Source: an optimization exercise on an open RTL-to-GDS flow (aim: small area, a short achievable clock period and few clock cycles). Production flows keep margins and buffers that such runs may drop.
Function was checked by simulation only, so behaviour that the tests miss may differ from the original.
Power figures rest on the tool's default switching activity, not on a simulated workload.

==> flow/design.v <==
package core101_pkg;
  localparam int xlen       = 32;
  localparam int reg_addr_w = 5;
  localparam logic [6:0] opc_op     = 7'b0110011;
  localparam logic [6:0] opc_op_imm = 7'b0010011;
  localparam logic [6:0] opc_lui    = 7'b0110111;
  localparam logic [2:0] f3_add_sub = 3'b000;
  localparam logic [2:0] f3_sll     = 3'b001;
  localparam logic [2:0] f3_slt     = 3'b010;
  localparam logic [2:0] f3_sltu    = 3'b011;
  localparam logic [2:0] f3_xor     = 3'b100;
  localparam logic [2:0] f3_srl_sra = 3'b101;
  localparam logic [2:0] f3_or      = 3'b110;
  localparam logic [2:0] f3_and     = 3'b111;
  localparam logic [6:0] f7_base = 7'b0000000;
  localparam logic [6:0] f7_alt  = 7'b0100000;
  typedef enum logic [3:0] {
    alu_add    = 4'd0,
    alu_sub    = 4'd1,
    alu_sll    = 4'd2,
    alu_slt    = 4'd3,
    alu_sltu   = 4'd4,
    alu_xor    = 4'd5,
    alu_srl    = 4'd6,
    alu_sra    = 4'd7,
    alu_or     = 4'd8,
    alu_and    = 4'd9,
    alu_pass_b = 4'd10
  } alu_op_t;
  typedef union packed {
    struct packed {
      logic [6:0] funct7;
      logic [4:0] rs2;
      logic [4:0] rs1;
      logic [2:0] funct3;
      logic [4:0] rd;
      logic [6:0] opcode;
    } r;
    struct packed {
      logic [11:0] imm12;
      logic [4:0]  rs1;
      logic [2:0]  funct3;
      logic [4:0]  rd;
      logic [6:0]  opcode;
    } i;
    struct packed {
      logic [19:0] imm20;
      logic [4:0]  rd;
      logic [6:0]  opcode;
    } u;
  } instr_t;
  localparam logic [xlen-1:0] nop_word = 32'h0000_0013;
endpackage
`timescale 1ns/100ps
import core101_pkg::*;
module fetch_unit (
  input  logic            clock_in,
  input  logic            rst_n,
  input  logic            halt,
  input  logic [xlen-1:0] ins_data,
  output logic [xlen-1:0] ins_addr,
  output core101_pkg::instr_t          ir,
  output logic            ir_valid
);
  logic [xlen-1:0] pc;
  assign ins_addr = pc;
  always_ff @(posedge clock_in) begin
    if (!rst_n) begin
      pc       <= '0;
      ir       <= nop_word;
      ir_valid <= 1'b0;
    end else if (halt) begin
      ir_valid <= 1'b0;
    end else begin
      ir       <= ins_data;
      ir_valid <= 1'b1;
      pc       <= pc + xlen'(4);
    end
  end
endmodule
`timescale 1ns/100ps
import core101_pkg::*;
module decode_unit (
  input  core101_pkg::instr_t                ir,
  input  logic                  ir_valid,
  output logic                  dec_valid,
  output logic                  dec_illegal,
  output core101_pkg::alu_op_t               alu_op,
  output logic [reg_addr_w-1:0] rs1,
  output logic [reg_addr_w-1:0] rs2,
  output logic [reg_addr_w-1:0] rd,
  output logic [xlen-1:0]       imm,
  output logic                  use_imm,
  output logic                  writes_rd
);
  logic bad;
  logic f7_ok;
  logic r_alt;
  logic i_alt;
  logic i_shift;
  assign f7_ok   = (ir.r.funct7 == f7_base) || (ir.r.funct7 == f7_alt);
  assign r_alt   = (ir.r.funct7 == f7_alt);
  assign i_alt   = (ir.i.imm12[11:5] == f7_alt);
  assign i_shift = (ir.i.funct3 == f3_sll) || (ir.i.funct3 == f3_srl_sra);
  assign rs1 = ir.r.rs1;
  assign rs2 = ir.r.rs2;
  assign rd  = ir.u.rd;
  assign writes_rd = (rd != '0);
  function automatic core101_pkg::alu_op_t funct_to_op(input logic [2:0] f3,
                                          input logic alt_sub,
                                          input logic alt_sra);
    case (f3)
      f3_add_sub: funct_to_op = alt_sub ? alu_sub : alu_add;
      f3_sll:     funct_to_op = alu_sll;
      f3_slt:     funct_to_op = alu_slt;
      f3_sltu:    funct_to_op = alu_sltu;
      f3_xor:     funct_to_op = alu_xor;
      f3_srl_sra: funct_to_op = alt_sra ? alu_sra : alu_srl;
      f3_or:      funct_to_op = alu_or;
      default:    funct_to_op = alu_and;
    endcase
  endfunction
  always_comb begin
    bad     = 1'b0;
    alu_op  = alu_add;
    imm     = '0;
    use_imm = 1'b0;
    case (ir.r.opcode)
      opc_op: begin
        alu_op = funct_to_op(ir.r.funct3, r_alt, r_alt);
        bad    = !f7_ok;
      end
      opc_op_imm: begin
        use_imm = 1'b1;
        alu_op  = funct_to_op(ir.i.funct3, 1'b0, i_alt);
        if (i_shift) begin
          imm = {{(xlen-5){1'b0}}, ir.i.imm12[4:0]};
          bad = !f7_ok;
        end else begin
          imm = {{(xlen-12){ir.i.imm12[11]}}, ir.i.imm12};
        end
      end
      opc_lui: begin
        use_imm = 1'b1;
        alu_op  = alu_pass_b;
        imm     = {ir.u.imm20, 12'b0};
      end
      default: bad = 1'b1;
    endcase
  end
  assign dec_valid   = ir_valid && !bad;
  assign dec_illegal = ir_valid && bad;
endmodule
`timescale 1ns/100ps
import core101_pkg::*;
module issue_stage (
  input  logic                  clock_in,
  input  logic                  rst_n,
  input  logic                  dec_valid,
  input  logic                  dec_illegal,
  input  core101_pkg::alu_op_t               alu_op,
  input  logic [reg_addr_w-1:0] rs1,
  input  logic [reg_addr_w-1:0] rs2,
  input  logic [reg_addr_w-1:0] rd,
  input  logic [xlen-1:0]       imm,
  input  logic                  use_imm,
  input  logic                  writes_rd,
  input  logic [xlen-1:0]       rs1_data,
  input  logic [xlen-1:0]       rs2_data,
  input  logic                  fwd_valid,
  input  logic [reg_addr_w-1:0] fwd_rd,
  input  logic [xlen-1:0]       fwd_data,
  output logic [reg_addr_w-1:0] rf_rs1,
  output logic [reg_addr_w-1:0] rf_rs2,
  output logic                  iss_valid,
  output logic                  iss_illegal,
  output core101_pkg::alu_op_t               iss_op,
  output logic [xlen-1:0]       iss_a,
  output logic [xlen-1:0]       iss_b,
  output logic [reg_addr_w-1:0] iss_rd
);
  logic [xlen-1:0] op_a;
  logic [xlen-1:0] op_b;
  assign rf_rs1 = rs1;
  assign rf_rs2 = rs2;
  assign op_a = (fwd_valid && (fwd_rd == rs1)) ? fwd_data : rs1_data;
  assign op_b = use_imm ? imm :
                (fwd_valid && (fwd_rd == rs2)) ? fwd_data : rs2_data;
  always_ff @(posedge clock_in) begin
    if (!rst_n) begin
      iss_valid   <= 1'b0;
      iss_illegal <= 1'b0;
    end else begin
      iss_valid   <= dec_valid && writes_rd;
      iss_illegal <= dec_illegal;
    end
  end
  always_ff @(posedge clock_in) begin
    iss_op <= alu_op;
    iss_a  <= op_a;
    iss_b  <= op_b;
    iss_rd <= rd;
  end
endmodule
`timescale 1ns/100ps
import core101_pkg::*;
module register_file (
  input  logic                  clock_in,
  input  logic                  rst_n,
  input  logic [reg_addr_w-1:0] rf_rs1,
  input  logic [reg_addr_w-1:0] rf_rs2,
  output logic [xlen-1:0]       rs1_data,
  output logic [xlen-1:0]       rs2_data,
  input  logic                  we,
  input  logic [reg_addr_w-1:0] waddr,
  input  logic [xlen-1:0]       wdata
);
  logic [xlen-1:0] regs [2**reg_addr_w];
  always_ff @(posedge clock_in) begin
    if (!rst_n) begin
      for (int k = 0; k < 2**reg_addr_w; k++) begin
        regs[k] <= '0;
      end
    end else if (we) begin
      regs[waddr] <= wdata;
    end
  end
  assign rs1_data = (rf_rs1 == '0) ? '0 : regs[rf_rs1];
  assign rs2_data = (rf_rs2 == '0) ? '0 : regs[rf_rs2];
endmodule
`timescale 1ns/100ps
import core101_pkg::*;
module int_exec_unit (
  input  logic                  clock_in,
  input  logic                  rst_n,
  input  logic                  iss_valid,
  input  logic                  iss_illegal,
  input  core101_pkg::alu_op_t               iss_op,
  input  logic [xlen-1:0]       iss_a,
  input  logic [xlen-1:0]       iss_b,
  input  logic [reg_addr_w-1:0] iss_rd,
  output logic                  fwd_valid,
  output logic [reg_addr_w-1:0] fwd_rd,
  output logic [xlen-1:0]       fwd_data,
  output logic                  wb_valid,
  output logic [reg_addr_w-1:0] wb_rd,
  output logic [xlen-1:0]       wb_data,
  output logic                  illegal_instr
);
  logic [4:0] shamt;
  assign shamt = iss_b[4:0];
  always_comb begin
    case (iss_op)
      alu_add:    fwd_data = iss_a + iss_b;
      alu_sub:    fwd_data = iss_a - iss_b;
      alu_sll:    fwd_data = iss_a << shamt;
      alu_slt:    fwd_data = {{(xlen-1){1'b0}}, $signed(iss_a) < $signed(iss_b)};
      alu_sltu:   fwd_data = {{(xlen-1){1'b0}}, iss_a < iss_b};
      alu_xor:    fwd_data = iss_a ^ iss_b;
      alu_srl:    fwd_data = iss_a >> shamt;
      alu_sra:    fwd_data = $unsigned($signed(iss_a) >>> shamt);
      alu_or:     fwd_data = iss_a | iss_b;
      alu_and:    fwd_data = iss_a & iss_b;
      alu_pass_b: fwd_data = iss_b;
      default:    fwd_data = '0;
    endcase
  end
  assign fwd_valid = iss_valid;
  assign fwd_rd    = iss_rd;
  always_ff @(posedge clock_in) begin
    if (!rst_n) begin
      wb_valid      <= 1'b0;
      illegal_instr <= 1'b0;
    end else begin
      wb_valid      <= iss_valid;
      illegal_instr <= iss_illegal;
    end
  end
  always_ff @(posedge clock_in) begin
    wb_rd   <= iss_rd;
    wb_data <= fwd_data;
  end
endmodule
`timescale 1ns/100ps
import core101_pkg::*;
module core101_top (
  input  logic                  clock_in,
  input  logic                  rst_n,
  input  logic                  halt,
  input  logic [xlen-1:0]       ins_data,
  output logic [xlen-1:0]       ins_addr,
  output logic                  wb_valid,
  output logic [reg_addr_w-1:0] wb_rd,
  output logic [xlen-1:0]       wb_data,
  output logic                  illegal_instr
);
  core101_pkg::instr_t                ir;
  logic                  ir_valid;
  logic                  dec_valid;
  logic                  dec_illegal;
  core101_pkg::alu_op_t               alu_op;
  logic [reg_addr_w-1:0] rs1;
  logic [reg_addr_w-1:0] rs2;
  logic [reg_addr_w-1:0] rd;
  logic [xlen-1:0]       imm;
  logic                  use_imm;
  logic                  writes_rd;
  logic [reg_addr_w-1:0] rf_rs1;
  logic [reg_addr_w-1:0] rf_rs2;
  logic [xlen-1:0]       rs1_data;
  logic [xlen-1:0]       rs2_data;
  logic                  iss_valid;
  logic                  iss_illegal;
  core101_pkg::alu_op_t               iss_op;
  logic [xlen-1:0]       iss_a;
  logic [xlen-1:0]       iss_b;
  logic [reg_addr_w-1:0] iss_rd;
  logic                  fwd_valid;
  logic [reg_addr_w-1:0] fwd_rd;
  logic [xlen-1:0]       fwd_data;
  fetch_unit fetch0 (
    .clock_in, .rst_n, .halt, .ins_data, .ins_addr, .ir, .ir_valid
  );
  decode_unit decode0 (
    .ir, .ir_valid, .dec_valid, .dec_illegal, .alu_op,
    .rs1, .rs2, .rd, .imm, .use_imm, .writes_rd
  );
  issue_stage issue0 (
    .clock_in, .rst_n, .dec_valid, .dec_illegal, .alu_op,
    .rs1, .rs2, .rd, .imm, .use_imm, .writes_rd,
    .rs1_data, .rs2_data, .fwd_valid, .fwd_rd, .fwd_data,
    .rf_rs1, .rf_rs2, .iss_valid, .iss_illegal, .iss_op,
    .iss_a, .iss_b, .iss_rd
  );
  register_file rf0 (
    .clock_in, .rst_n, .rf_rs1, .rf_rs2, .rs1_data, .rs2_data,
    .we(fwd_valid), .waddr(fwd_rd), .wdata(fwd_data)
  );
  int_exec_unit int0 (
    .clock_in, .rst_n, .iss_valid, .iss_illegal, .iss_op,
    .iss_a, .iss_b, .iss_rd, .fwd_valid, .fwd_rd, .fwd_data,
    .wb_valid, .wb_rd, .wb_data, .illegal_instr
  );
endmodule
==> flow/run.sh <==
#!/bin/bash
# synth_recipe.tcl (not shown) runs the flow's synth.tcl, then flattens the netlist and writes it again
# the make line also repeats each setting of config.mk as NAME=value (left out here)
make -C /OpenROAD-flow-scripts/flow DESIGN_CONFIG=/design/flow/config.mk WORK_HOME=/design/flow/orfs CLKGATE_MAP_FILE= SYNTH_SCRIPT=/design/flow/synth_recipe.tcl finish
==> flow/config.mk <==
export PLATFORM = sky130hd
export DESIGN_NAME = core101_top
export DESIGN_NICKNAME = core101_top
export VERILOG_FILES = /design/flow/design.v
export SDC_FILE = /design/flow/constraint.sdc
export NUM_CORES = 4
export LEC_CHECK = 0
export CAP_MARGIN = 20
export CORE_MARGIN = 2
export CORE_UTILIZATION = 40
export SLEW_MARGIN = 20
==> flow/constraint.sdc <==
create_clock -name core_clock -period 6.0 [get_ports {clock_in}]
set_input_delay 1.2000 -clock core_clock [delete_from_list [all_inputs] [get_ports {clock_in}]]
set_output_delay 1.2000 -clock core_clock [all_outputs]
set_load 0.01 [all_outputs]
==> run summary <==
- Io pins: 106
- Setup CP Type: flip-flop to flip-flop
- Final Setup Violations: 0
- Max-slew violation count: 0
- Die area: 173000 sq um
- Worst-Margin Slew: 1.16 ns
- Top_reg_cell synth: edfxtp_1
- Peak VDD IR: 0.000298 V
- Internal Power: 16.4 mW
- CTS tree: done
- Yosys Warn Count: 5
- Hold Crit Class: flip-flop to flip-flop
- Rel. slew slack: a little under a quarter
- Overflow after GRT: 0
- Fmax: just under 200 MHz
- Req. time, crit path: 6.48 ns
- Flop pwr share: 39.7%
- Number of setup buffers added after CTS: 0
- Remaining DRCs: 0
- WL/cell: around 35 um
- Most frequent cells after synthesis: 1138 x nor2_1, 1024 x edfxtp_1, 682 x mux4_2
- Crit end category: flip-flop
- Share of the synthesized area in the top cell type: 45.4%
- Final Net Count: 5312
- Total Neg Setup Slack: 0 ns
- Drt total wl: ~260000 um
- Area grow syn2layout: 12.6%
- Top cell family by delay on the critical path: compound AO/OA/AOI/OAI gates
- Crit path max-delay cell type: a211oi_4
- Crit path cell chain: buf_4, mux2_2, mux2i_1, o21ai_0, a221o_1, a211oi_4, o22ai_1
- Buf/Inv on CP: 1
- Synth area leader: edfxtp_1
- Htree depth: 4
- Crit path launch type: flip-flop
- Clk latency of the worst-skew pair: 0.82 ns
- Input/output buffers: 103
- CTS root buffer: clkbuf_16
- Post-Syn Instances: 5248
- CP peak stage delay: roughly 0.84 ns
- Post-DP HPWL: roughly 170000 um
- GR Util All Layers: just under 30%
- Initial antenna violation count: 11
- PwrDens: 331 nW/um^2
- First-pass GRT wire length: 366000 um
- Post-synth EDFFs: 1024
- Endpoints failing hold: 0
- Logic gate share of total power: 26.6%
- Via count: 49400
- Chip height: 415 um
- Async S/R FF share, synth: 0%
- Synth area leaders: edfxtp_1 45%, mux4_2 23%, nor2_1 6.3%
- LEAKAGE: roughly 26 nW
- CP max FO: 52
- Net Sw Frac: 35.0%
- Antenna-violating nets left: 0
- Row Count: 150
- Post-synthesis compound-gate area fraction: 6.75%
- DIE WIDTH: about 420 um
- Sw power: approximately 9 mW
- Clock slew at reported path FFs: 0.06 ns
- Clock power share: 33.7%
- GPL Wtd Cong: 0.987
- Worst Path Arrival: 5.65 ns
- Starting Density: roughly two fifths
- Syn Area/Cell: 12.9 sq um
- Largest family of logic cells by synthesized area: multiplexers
- Outcome: timing/DRC/antenna clean
- Clock buffer depth: 3
- Cells resized by post-CTS repair: 0
- Mux share of post-synthesis cell area: 25.1%
- Most frequent cell after synthesis: nor2_1
- Max capacitance violation total: 0
- Clock Skew: 0.0608 ns
- Vias in the first global route: 47900
- Core Box Area: 168000 sq um
- Post-synthesis simple-gate area fraction: 10.7%
- Post-cts hold buffer count: 0
- Synth Area in XOR/XNOR: less than 1%
- Number of DRC markers in iteration 0: ~7500
- Adder-cell share of the synthesized area: roughly 2.0%
- Unrepaired setup endpoints after global routing: false
- Register area share after synthesis: 50.9%
- Pre-Repair DR Iteration Count: 8
- Layout cells sized above 1: 24.1%
- Post-Syn Area: 67700 sq um
- Inserted Clock Buffers: 138
- Pin count of the biggest net entering global routing: 72
- Period utilization: 86.2%
- Via density: around 6.6
- CTS sink count: 1211
- Synthesis-stage register bit count: 1211
- Clock period minus worst slack: roughly 5.2 ns
- Total Power: 25.2 mW
- Distinct cells, synth: 97
area by class of cell:
class,count,area [sq um]
fill,14800,91400
sequential,1211,34500
multi-input combinational,3379,31000
clock buffer,182,3730
timing repair buffer,306,2830
tap,2204,2760
clock inverter,72,852
inverter,134,503
antenna,5,12.5
power groups by stage:
stage                     sequential [mW]  clock, mW  combinational [mW]
after floorplan                      9.95          0                3.89
after global placement               10.1          0                6.48
after detailed placement             10.2          0                6.49
after CTS                            9.99       8.58                6.51
after global routing                 10.0       8.91                6.91
final                                10.0       8.50                6.69
placed cells by master, fill, tap and decap left out, types with 101 or more instances in the layout:
cell and instances:
nor2_1 1138, edfxtp_1 1024, mux4_2 682, buf_4 181, nand2_1 179, a21oi_1 174, dfxtp_1 173, mux2i_1 144
clkbuf_16 138, inv_1 132, o21ai_0 114, ha_1 105, clkdlybuf4s50_1 101
metrics by stage:
stage | hold slack, ns | setup slack [ns] | util [%] | instance area [sq um] | std cells
after detailed placement | 0.358 | 1.02 | 42.7 | 71600 | 7234
final | 0.367 | 0.830 | 45.5 | 76200 | 7493
after floorplan | 0.329 | 1.74 | - | 67700 | 5249
after global placement | 0.355 | 0.317 | 42.6 | 71500 | 7228
after CTS | 0.366 | 1.01 | 45.5 | 76200 | 7488
after global routing | 0.375 | 0.799 | 45.5 | 76200 | 7488
flip-flops by register name (all words and copies together), names as in the netlist, named ones only:
name                flops
rf0.regs             1024
int0.wb_data           32
issue0.iss_illegal      1
int0.wb_rd              5
issue0.iss_valid        1
issue0.iss_a           32
fetch0.ir_valid         1
fetch0.pc              30
int0.illegal_instr      1
int0.wb_valid           1
issue0.iss_op           4
issue0.iss_rd           5
issue0.iss_b           32
fetch0.ir              32
metal layers:
| metal | global-route usage [%] | up-vias | share of wire, % |
|---|---|---|---|
| li1 | - | 19800 | - |
| met1 | 38.7 | 25500 | 37 |
| met2 | 45.1 | 3445 | 45 |
| met3 | 6.76 | 673 | 11 |
| met4 | 18.4 | 12 | 7.2 |
| met5 | 0 | - | 0.054 |
logic make-up after synthesis:
logic type                 Yosys count
and+or+nand+nor                   1716
DFF                               1211
muxes                              844
AOI/OAI and AO/OA                  672
buffers and inverters              659
adders and majority gates          107
xor gates and xnor gates            38
other                                1
worst paths after layout:
| path | from | to | slack (ns) | cells after the start |
|---|---|---|---|---|
| worst max register to register | issue0.iss_b[0] | issue0.iss_a[12] | 0.83 | 7 |
| worst min-delay path | fetch0.ir[10] | issue0.iss_rd[3] | 0.37 | 0 |
| worst max-delay path | issue0.iss_b[0] | issue0.iss_a[12] | 0.83 | 7 |
| worst min register to register | fetch0.ir[10] | issue0.iss_rd[3] | 0.37 | 0 |
Testbench counts, summed over its fixed seeds: cycles 16,013.

==> re-timing with driven ports <==
In the flow no input, the clock included, has a driving cell. The finished layout below was timed again as built, in two steps.
Step 1 sets driving cells, clkbuf_16 on the clock port and buf_2 on the other inputs (assumed; they add their load-dependent delay and slew).
Step 2 times the ports against the registers' clock, not the clock port: input delays grow and output delays shrink by t, the midpoint of the rising clock arrivals with the driver on.
Three values: no drivers, after step 1, after step 2; two values: the first two.
t, ns: 0.862
setup WS [ns]: 0.830 / 0.830 / 0.830
hold WS [ns]: 0.367 / 0.367 / 0.367
latest minus earliest clock arrival (ns): 0.075 / 0.074
pins driven straight from the clock port: 1
After both steps setup and hold are still met in this run. The setup slack of this run moves by 0.000 ns with the drivers and by 0.000 ns with both steps.
